This is an optimization exercise on Yosys and OpenROAD, whose aim is small area, a short achievable clock period and few clock cycles per item, not a production implementation.
The RTL was checked by simulation tests, not by an equivalence proof against the original design.
No activity file was given, so power comes from the tool's default toggle rates.

===== flow/design.v =====
module data_mem_bank #(
  parameter int ADDR_W    = 8,
  parameter bit INIT_ZERO = 1
) (
  input  logic              clk,
  input  logic              rst_n,
  input  logic              req_valid,
  output logic              req_ready,
  input  logic              req_we,
  input  logic [2:0]        req_funct3,
  input  logic [ADDR_W-1:0] req_addr,
  input  logic [31:0]       req_wdata,
  output logic              resp_valid,
  input  logic              resp_ready,
  output logic [31:0]       resp_rdata,
  output logic              resp_err
);
  localparam int WORDS = 2 ** (ADDR_W - 2);
  logic [31:0] mem [WORDS];
  logic              stall;
  logic              resp_empty;
  logic              in_err;
  logic [1:0]        in_lane;
  logic [3:0]        in_be;
  logic [31:0]       in_wd;
  logic              s1_v;
  logic [3:0]        s1_be;
  logic [7:0]        s1_hi;
  logic [7:0]        s1_lo;
  logic [31:0]       s1_wd;
  logic [1:0]        s1_lane;
  logic [2:0]        s1_f3;
  logic              s1_zero;
  logic              s1_err;
  logic [WORDS-1:0]  sel;
  logic [31:0]       rd_word;
  logic              s2_v;
  logic [31:0]       s2_word;
  logic [1:0]        s2_lane;
  logic [2:0]        s2_f3;
  logic              s2_zero;
  logic              s2_err;
  logic [7:0]        rd_byte;
  logic [15:0]       rd_half;
  logic [31:0]       ld_data;
  assign stall     = !resp_empty && !resp_ready;
  assign req_ready = !resp_valid || resp_ready;
  always_comb begin
    in_err = (req_funct3[1:0] == 2'b11) || (req_funct3 == 3'b110) || (req_we && req_funct3[2]);
    case (req_funct3[1:0])
      2'b10:   in_lane = 2'b00;
      2'b01:   in_lane = {req_addr[1], 1'b0};
      default: in_lane = req_addr[1:0];
    endcase
    case (req_funct3[1:0])
      2'b00: begin
        in_be = 4'b0001 << in_lane;
        in_wd = {4{req_wdata[7:0]}};
      end
      2'b01: begin
        in_be = in_lane[1] ? 4'b1100 : 4'b0011;
        in_wd = {2{req_wdata[15:0]}};
      end
      default: begin
        in_be = 4'b1111;
        in_wd = req_wdata;
      end
    endcase
    if (in_err || !req_we || !req_valid) begin
      in_be = 4'b0000;
    end
  end
  always_ff @(posedge clk or negedge rst_n) begin
    if (!rst_n) begin
      s1_v  <= 1'b0;
      s1_be <= 4'b0000;
    end else if (!stall) begin
      s1_v  <= req_valid;
      s1_be <= in_be;
    end
  end
  always_ff @(posedge clk) begin
    if (!stall) begin
      for (int i = 0; i < 8; i++) begin
        s1_hi[i] <= (req_addr[ADDR_W-1:5] == i[2:0]);
        s1_lo[i] <= (req_addr[4:2] == i[2:0]);
      end
      s1_wd   <= in_wd;
      s1_lane <= in_lane;
      s1_f3   <= req_funct3;
      s1_zero <= req_we || in_err;
      s1_err  <= in_err;
    end
  end
  always_ff @(posedge clk) begin
    for (int w = 0; w < WORDS; w++) begin
      for (int b = 0; b < 4; b++) begin
        if (sel[w] && s1_be[b]) begin
          mem[w][b*8 +: 8] <= s1_wd[b*8 +: 8];
        end
      end
    end
  end
  always_comb begin
    for (int w = 0; w < WORDS; w++) begin
      sel[w] = s1_hi[w / 8] && s1_lo[w % 8];
    end
  end
  logic [31:0] rd_l1_n [WORDS/2];
  logic [31:0] rd_l2   [WORDS/8];
  logic [31:0] rd_l3_n [WORDS/16];
  for (genvar p = 0; p < WORDS / 2; p++) begin : g_l1
    for (genvar k = 0; k < 32/4; k++) begin : g_nib
      dmem_andor2_n u_l1 (
        .a (mem[2*p][4*k +: 4]),   .sa (sel[2*p]),
        .b (mem[2*p+1][4*k +: 4]), .sb (sel[2*p+1]),
        .y_n (rd_l1_n[p][4*k +: 4])
      );
    end
  end
  for (genvar q = 0; q < WORDS / 8; q++) begin : g_l2
    dmem_nand4 u_l2 (
      .a (rd_l1_n[4*q]),   .b (rd_l1_n[4*q+1]),
      .c (rd_l1_n[4*q+2]), .d (rd_l1_n[4*q+3]),
      .y (rd_l2[q])
    );
  end
  for (genvar h = 0; h < WORDS / 16; h++) begin : g_l3
    dmem_nor2 u_l3 (
      .a (rd_l2[2*h]), .b (rd_l2[2*h+1]),
      .y_n (rd_l3_n[h])
    );
  end
  dmem_nand4 u_l4 (
    .a (rd_l3_n[0]), .b (rd_l3_n[1]), .c (rd_l3_n[2]), .d (rd_l3_n[3]),
    .y (rd_word)
  );
  always_ff @(posedge clk or negedge rst_n) begin
    if (!rst_n) begin
      s2_v <= 1'b0;
    end else if (!stall) begin
      s2_v <= s1_v;
    end
  end
  always_ff @(posedge clk) begin
    if (!stall) begin
      s2_word <= rd_word;
      s2_lane <= s1_lane;
      s2_f3   <= s1_f3;
      s2_zero <= s1_zero;
      s2_err  <= s1_err;
    end
  end
  always_comb begin
    case (s2_lane)
      2'd0:    rd_byte = s2_word[7:0];
      2'd1:    rd_byte = s2_word[15:8];
      2'd2:    rd_byte = s2_word[23:16];
      default: rd_byte = s2_word[31:24];
    endcase
    rd_half = s2_lane[1] ? s2_word[31:16] : s2_word[15:0];
    case (s2_f3)
      3'b000:  ld_data = {{24{rd_byte[7]}}, rd_byte};
      3'b100:  ld_data = {24'h0, rd_byte};
      3'b001:  ld_data = {{16{rd_half[15]}}, rd_half};
      3'b101:  ld_data = {16'h0, rd_half};
      3'b010:  ld_data = s2_word;
      default: ld_data = 32'h0;
    endcase
    if (s2_zero) begin
      ld_data = 32'h0;
    end
  end
  always_ff @(posedge clk or negedge rst_n) begin
    if (!rst_n) begin
      resp_valid <= 1'b0;
    end else if (!stall) begin
      resp_valid <= s2_v;
    end
  end
  always_ff @(posedge clk or negedge rst_n) begin
    if (!rst_n) begin
      resp_empty <= 1'b1;
    end else if (!stall) begin
      resp_empty <= !s2_v;
    end
  end
  always_ff @(posedge clk) begin
    if (!stall) begin
      resp_rdata <= ld_data;
      resp_err   <= s2_err;
    end
  end
endmodule
module dmem_andor2_n (
  input  logic [3:0] a,
  input  logic       sa,
  input  logic [3:0] b,
  input  logic       sb,
  output logic [3:0] y_n
);
  assign y_n = ~((a & {4{sa}}) | (b & {4{sb}}));
endmodule
module dmem_nand4 (
  input  logic [31:0] a,
  input  logic [31:0] b,
  input  logic [31:0] c,
  input  logic [31:0] d,
  output logic [31:0] y
);
  assign y = ~(a & b & c & d);
endmodule
module dmem_nor2 (
  input  logic [31:0] a,
  input  logic [31:0] b,
  output logic [31:0] y_n
);
  assign y_n = ~(a | b);
endmodule

===== flow/run.sh =====
#!/bin/bash
# synth_recipe.tcl (not shown) runs the flow's synth.tcl, then flattens the netlist and writes it again
# the make line also repeats each setting of config.mk as NAME=value (left out here)
make -C /OpenROAD-flow-scripts/flow DESIGN_CONFIG=/design/flow/config.mk WORK_HOME=/design/flow/orfs CLKGATE_MAP_FILE= SYNTH_SCRIPT=/design/flow/synth_recipe.tcl finish

===== flow/config.mk =====
export PLATFORM = sky130hd
export DESIGN_NAME = data_mem_bank
export DESIGN_NICKNAME = data_mem_bank
export VERILOG_FILES = /design/flow/design.v
export SDC_FILE = /design/flow/constraint.sdc
export NUM_CORES = 4
export LEC_CHECK = 0
export CAP_MARGIN = 5
export CORE_MARGIN = 2
export CORE_UTILIZATION = 45
export CTS_CLUSTER_DIAMETER = 100
export CTS_CLUSTER_SIZE = 30
export SETUP_SLACK_MARGIN = 1.85
export SLEW_MARGIN = 5
export SYNTH_HIERARCHICAL = 1
export SYNTH_MINIMUM_KEEP_SIZE = 0

===== flow/constraint.sdc =====
create_clock -name core_clock -period 4.2 [get_ports {clk}]
set_input_delay 0.8400 -clock core_clock [delete_from_list [all_inputs] [get_ports {clk}]]
set_output_delay 0.8400 -clock core_clock [all_outputs]
set_load 0.01 [all_outputs]

==> impl_metrics.toml, run 1 <==
[run_status]
status = "finished clean"

[final_layout]
final_common_cell = "edfxtp_1"
final_cell_mix = "2175 x edfxtp_1, 981 x a22oi_1, 288 x nand4_1"
final_nets = 4556
final_layout_size_suffix_gt1_share_pct = 11.6
fill_cells = 14176
area_growth_pct = 10.8

[synthesis]
synthTopCellsByArea = "edfxtp_1 82%, a22oi_1 9.9%, nand4_1 2.3%"
ys_ff_latch = 2183
ys_async_sr_fraction_pct = 0.366
ys.flop_type = "edfxtp_1"
netlist_instances = 4245
yosysWarnings = 12
syn_avg_cell_area_um2 = 18.7
synth.distinct_cells = 41
yosysTopAreaCellShare_pct = 82.4
seq_area_frac_synth_pct = 82.7
synth.largest_area_cell = "edfxtp_1"
syn_area_mm2 = 0.0792
syn_nets = 4297
synth_edf_count = 2175

[global_routing]
grt.total_usage_pct = 22.7
grt_start_max_net_pins = 66
grt_busiest_layer = "met2"
grt_pass1_wl_um = 296000
grt_util_met3_pct = 2.65
first_global_vias = 41293
grt_util_met2_pct = 37.9
grt_overflow = 0
antenna_found_initial = 18
gr-usage-met1_pct = 31.9

[flow_run]
maxCapViolCount = 0

[critical_path]
worstPathArrival_ns = 2.89
start_kind = "flip-flop"
max_stage_delay_ns = 0.47
slowest_stage = "edfxtp_1"
critPathKind = "reg -> reg"
reg2reg_depth = 7
r2r-start = "s1_lo[4]"
end_kind = "flip-flop"
r2r_end = "s2_word[23]"
crit_required_ns = 4.71
crit_fanout = 20
path_buf_inv = 2
path_delay_family = "simple AND/OR/NAND/NOR gates"
r2r_slack_ns = 1.82
crit_top_cell = "nand4_1"
worstPathCellList = "buf_12 -> and2_4 -> buf_4 -> a22oi_1 -> nand4_1 -> nor2_2 -> nand4_1"

[drt]
drt_iter0_markers = 5324
via_per_inst = 6.30
vias = 43291
wire_per_inst_um = 30.6
route.detailed.drc = 0
drt-total-wl_um = 210000
firstDrtPassIters = 6
detail-route-antenna-nets = 0

[clock_tree]
htree_levels = 3
clock_latency_ns = 0.76
numCtsBuffers = 84
numClockSinks = 2183
clkTransAtPathRegs_ns = 0.12
cts_buffer_depth = 3
cts_tree = "done"
cts_root_buf = "clkbuf_16"

[pwr]
pwr-share-seq_pct = 60.7
ir_drop_mv = 0.332
combPwrFrac_pct = 14.9
power.density_mw_per_mm2 = 475
p_leak_nw = 27.1
p_sw_mw = 11.2
power.clock.fraction_pct = 24.4
p_sw_share_pct = 26.7
p_int_mw = 30.6

[floorplanning]
die_w_um = 424
die_h_um = 424
rows = 154
core_mm2 = 0.176
io-pin-count = 83
start_util_pct = 45.1
die_area_mm2 = 0.179

[sta]
tns_ns = 0
period_minus_slack_ns = 2.38
setup_viol = 0
hold_viol = 0
finalHoldWorstSlack_ns = 0.412
maxSlewViolCount = 0
relSlewSlack_pct = 25.2
rsz0062_at_grt = "yes"
worst_pin_slew_ns = 1.12
fmax_ghz = 0.420
finClkSkew_ns = 0.0498
fin_crit_sh_pct = 56.7

[hold_path]
hp-class = "in -> async"

[placed_design]
gp_congestion = 0.858
port_buffers = 82
hpwl_um = 133000
[timing repair]
item / 4_1_cts / 5_1_grt
buffers inserted: 44 / 19
hold buffers: 0 / 0
endpoints found under the setup margin: 102 / 89
gates resized for setup: 256 / 148
pin swaps: 33 / 59
gates cloned: 2 / 5
[Yosys cell counts, drive strengths merged, types with 2 or more instances]
library cell	number
a21oi	35
a22o	8
a22oi	1045
and2	64
and3	258
and3b	4
buf	6
clkbuf	99
dfrtp	7
edfxtp	2175
ha	4
inv	6
mux2	11
mux2i	2
mux4	7
nand2	49
nand2b	5
nand4	288
nor2	140
nor3	4
nor3b	7
o21ai	9
[power by group through the flow]
stage / combinational [mW] / clock (mW) / sequential (mW)
after CTS: 5.84 / 10.3 / 25.4
after global routing: 6.47 / 11.0 / 25.4
after floorplan: 2.08 / 0 / 26.2
after detailed placement: 5.28 / 0 / 26.0
after global placement: 5.20 / 0 / 26.0
final: 6.20 / 10.2 / 25.4
[how the worst max path moves through the flow]
stage                       start     endpoint  slack [ns]  depth (start not counted)
floorplan              resp_ready     resp_err        0.85                          2
global placement    req_funct3[0]    s1_wd[20]        1.13                          6
detailed placement       s1_hi[7]  s2_word[27]        1.09                          6
CTS                      s1_hi[5]  s2_word[10]        1.84                          8
global route             s1_hi[5]   s2_word[3]        1.82                          8
finish                   s1_lo[4]  s2_word[23]        1.82                          7
[layout make-up]
| class | count | area, um2 | share of cell area [%] |
|---|---|---|---|
| diodes | 5 | 12.5 | 0.0142 |
| clock buffers | 96 | 2230 | 2.54 |
| clock inverters | 8 | 130 | 0.148 |
| inverters | 6 | 26.3 | 0.0299 |
| multi-input cells | 1952 | 14200 | 16.2 |
| flip-flops and latches | 2183 | 65500 | 74.6 |
| well taps | 2340 | 2930 | 3.33 |
| repair buffers | 277 | 2720 | 3.10 |
[Yosys stat by module (local to each module, per instance)]
module / cells / copies in the design / area (um2) / flops+latches
data_mem_bank: 2805 / 1 / 69300 / 2183
dmem_andor2_n: 4 / 256 / 30.0 / 0
dmem_nand4: 32 / 9 / 200 / 0
dmem_nor2: 32 / 4 / 120 / 0
[cell families (layout without fill, tap and decap cells)]
group	after synthesis	count (layout)	synth area share, %
other	0	5	0
buffers and inverters	111	387	0.553
DFF	2183	2183	82.7
muxes	20	20	0.409
adders and majority gates	4	4	0.0632
and+or+nand+nor	823	824	5.94
AOI/OAI and AO/OA	1104	1104	10.4
[sequential cells by signal, summed over array words and instances (netlist names), 2 cells and up]
| signal | flops |
|---|---|
| s1_be | 4 |
| mem | 2048 |
| s1_hi | 8 |
| s2_lane | 2 |
| s1_lo | 8 |
| s1_wd | 32 |
| resp_rdata | 32 |
| s2_word | 32 |
| s2_f3 | 3 |
| s1_f3 | 3 |
| s1_lane | 2 |
[per-layer routing]
| metal | vias to the layer above | share of wire (%) |
|---|---|---|
| met5 | - | 0.0057 |
| met4 | 2 | 2.5 |
| met3 | 219 | 7.1 |
| met2 | 1700 | 50 |
| met1 | 22885 | 41 |
| li1 | 18485 | - |
[per-stage QoR]
stage | cells | util (%) | power (mW) | instance area [um2] | worst slack, ns
CTS | 6838 | 49.6 | 41.5 | 87000 | 1.84
detailed placement | 6688 | 47.6 | 31.3 | 83600 | 1.09
finish | 6867 | 50.0 | 41.7 | 87800 | 1.82
global route | 6864 | 50.0 | 42.8 | 87800 | 1.82
floorplan | 4245 | - | 28.2 | 79300 | 0.845
global placement | 6688 | 47.6 | 31.2 | 83600 | 1.13
Testbench counts, summed over its fixed seeds: cycles 177,641, items 160,000.
==> run 2, diff against run 1 <==
--- a/flow/config.mk
+++ b/flow/config.mk
@@ -11,5 +11,5 @@
 export CTS_CLUSTER_DIAMETER = 100
 export CTS_CLUSTER_SIZE = 30
-export SETUP_SLACK_MARGIN = 1.85
+export SETUP_SLACK_MARGIN = 2.0
 export SLEW_MARGIN = 5
 export SYNTH_HIERARCHICAL = 1
==> impl_metrics.toml, run 2 <==
[run_status]
status = "finished clean"

[global_routing]
grt_start_max_net_pins = 66
grt.total_usage_pct = 23.8
antenna_found_initial = 15
grt_pass1_wl_um = 308000
first_global_vias = 42056
grt_overflow = 0

[synthesis]
netlist_instances = 4245
synthTopCellsByArea = "edfxtp_1 82%, a22oi_1 9.9%, nand4_1 2.3%"
ys_async_sr_fraction_pct = 0.366
yosysTopAreaCellShare_pct = 82.4
synth.largest_area_cell = "edfxtp_1"
ys.flop_type = "edfxtp_1"
syn_area_mm2 = 0.0792
syn_avg_cell_area_um2 = 18.7
yosysWarnings = 12
ys_ff_latch = 2183
seq_area_frac_synth_pct = 82.7
syn_nets = 4297
synth.distinct_cells = 41
ys_top_cells_by_count = "2175 x edfxtp_1, 1045 x a22oi_1, 288 x nand4_1, 258 x and3_1, 140 x nor2_1"
synth_edf_count = 2175
synth.most_common_cell = "edfxtp_1"

[pwr]
pwr-share-seq_pct = 59.7
combPwrFrac_pct = 16.2
p_leak_nw = 27.9
power.density_mw_per_mm2 = 472
ir_drop_mv = 0.334
p_sw_share_pct = 27.2
power.clock.fraction_pct = 24.1
finalPower_mw = 42.5
p_sw_mw = 11.5
p_int_mw = 30.9

[floorplanning]
die_h_um = 424
die_area_mm2 = 0.179
die_w_um = 424
start_util_pct = 45.1
io-pin-count = 83
rows = 154
core_mm2 = 0.176

[final_layout]
final_layout_size_suffix_gt1_share_pct = 17.8
area_growth_pct = 13.5
top_register = "mem"
final_cell_mix = "2175 x edfxtp_1, 839 x a22oi_1, 288 x nand4_1"
final_nets = 4642
final_common_cell = "edfxtp_1"
largest_register_ffs = 2048

[clock_tree]
htree_levels = 3
cts_root_buf = "clkbuf_16"
clock_latency_ns = 0.76
clkTransAtPathRegs_ns = 0.12
cts_tree = "done"
ctsHoldBuffers = 0
numCtsBuffers = 84
cts_buffer_depth = 3
numClockSinks = 2183

[drt]
detail-route-antenna-nets = 0
vias = 44323
routed-wl-met3_um = 16700
firstDrtPassIters = 5
wl_met2_um = 111000
drt_iter0_markers = 5662
via_per_inst = 6.37
route.detailed.drc = 0
wire_per_inst_um = 31.9
met1_length_um = 86800
drt-total-wl_um = 222000
dr.max_layer_used = "met5"

[critical_path]
worstPathArrival_ns = 2.85
critPathKind = "reg -> reg"
start_kind = "flip-flop"
crit_required_ns = 4.71
end_kind = "flip-flop"
crit_fanout = 6

[flow_run]
maxCapViolCount = 0

[sta]
fin_crit_sh_pct = 55.8
hold_viol = 0
rsz0062_at_grt = "yes"
worst_pin_slew_ns = 1.15
period_minus_slack_ns = 2.34
relSlewSlack_pct = 23.2
tns_ns = 0
maxSlewViolCount = 0
finClkSkew_ns = 0.0523
setup_viol = 0
fmax_ghz = 0.427

[placed_design]
hpwl_um = 133000
port_buffers = 82
gp_congestion = 0.858

[hold_path]
hp-class = "in -> async"
-- run 2: path summary, 6_finish.rpt --
path,from,slack (ns),endpoint,cells after the start
worst min-delay path,rst_n,0.40,s1_be[2],1
worst max register to register,s1_lo[0],1.86,s2_word[18],8
max in group asynchronous,rst_n,3.41,s1_be[3],1
worst max-delay path,s1_lo[0],1.86,s2_word[18],8
min in group core_clock,s2_v,0.43,resp_empty,1
worst min register to register,s2_v,0.43,resp_empty,1
-- run 2: stage by stage --
step                utilization [%]  instance area, um2  setup WS, ns  hold slack (ns)  std cells
detailed placement             47.6               83600          1.09            0.408       6688
floorplan                         -               79300         0.845            0.382       4245
CTS                            50.6               88800          1.90            0.375       6903
global route                   51.3               90000          1.85            0.397       6954
global placement               47.6               83600          1.13            0.403       6688
finish                         51.3               90000          1.86            0.404       6960
-- run 2: modules after synthesis, one instance, submodules excluded --
module	cell area [um2]	cells	flops+latches
dmem_andor2_n	30.0	4	0
data_mem_bank	69300	2805	2183
dmem_nand4	200	32	0
dmem_nor2	120	32	0
-- run 2: critical path, stage by stage (launching register included) --
cell,delay [ns]
edfxtp_1,0.50
buf_6,0.18
buf_16,0.15
and2_4,0.21
buf_12,0.16
a22oi_2,0.22
nand4_1,0.26
nor2_2,0.29
nand4_1,0.11
-- run 2: power groups by stage --
stage	sequential, mW	combinational, mW	clock (mW)
floorplan	26.2	2.08	0
global placement	26.0	5.20	0
detailed placement	26.0	5.28	0
CTS	25.3	6.45	10.3
global route	25.4	7.10	11.0
finish	25.4	6.87	10.2
-- run 2: cells by family after synthesis --
family	share of synthesized area (%)
compound gates	10.4
fa+ha+maj	0.0632
flops	82.7
simple gates	5.94
buf+inv	0.553
mux	0.409
-- run 2: cell type report --
| cell class | count | area, um2 |
|---|---|---|
| antenna | 12 | 30.0 |
| clock buffer | 96 | 2230 |
| clock inverter | 8 | 130 |
| fill | 13990 | 85600 |
| inverter | 6 | 26.3 |
| multi-input combinational | 1963 | 15200 |
| sequential | 2183 | 65500 |
| tap | 2340 | 2930 |
| timing repair buffer | 352 | 3900 |
-- run 2: repair_timing --
item                                    4_1_cts  5_1_grt
resized for setup                           607      157
endpoints found under the setup margin      492      165
gates cloned                                 29       14
pin swaps                                   154      136
setup buffers                                82       31
-- run 2: layer usage --
metal	track usage, %	vias to the layer above
met2	40.0	1904
met4	6.77	4
met1	32.7	23426
li1	-	18692
met3	3.04	297
met5	0	-

## port drivers added, routing unchanged
The flow's constraints put no driver on any port. The routed layouts listed below were extracted and timed again, unchanged, in two steps. Step 1 sets driving cells, clkbuf_16 on the clock port and buf_2 on the other inputs (assumed; they add their load-dependent delay and slew). Step 2, shift: input delay + t, output delay - t, t = (earliest + latest rising clock arrival at the registers) / 2. This alone moves slack from input paths to output paths. Slacks: ideal / step 1 / step 2; pairs: ideal / step 1.
run | t, ns | setup slack, ns | hold WS [ns] | clock arrival spread, ns | worst slew at a driven data input, ns
run 1 | 0.808 | 1.820 / 1.816 / 1.264 | 0.412 / 0.360 / 0.436 | 0.055 / 0.055 | 0.19
run 2 | 0.810 | 1.856 / 1.856 / 1.365 | 0.404 / 0.352 / 0.427 | 0.062 / 0.062 | 0.17
After both steps setup and hold are still met in every run listed. For run 1, which loses most, drivers alone change the setup slack by -0.004 ns; drivers and shift together by -0.556 ns.
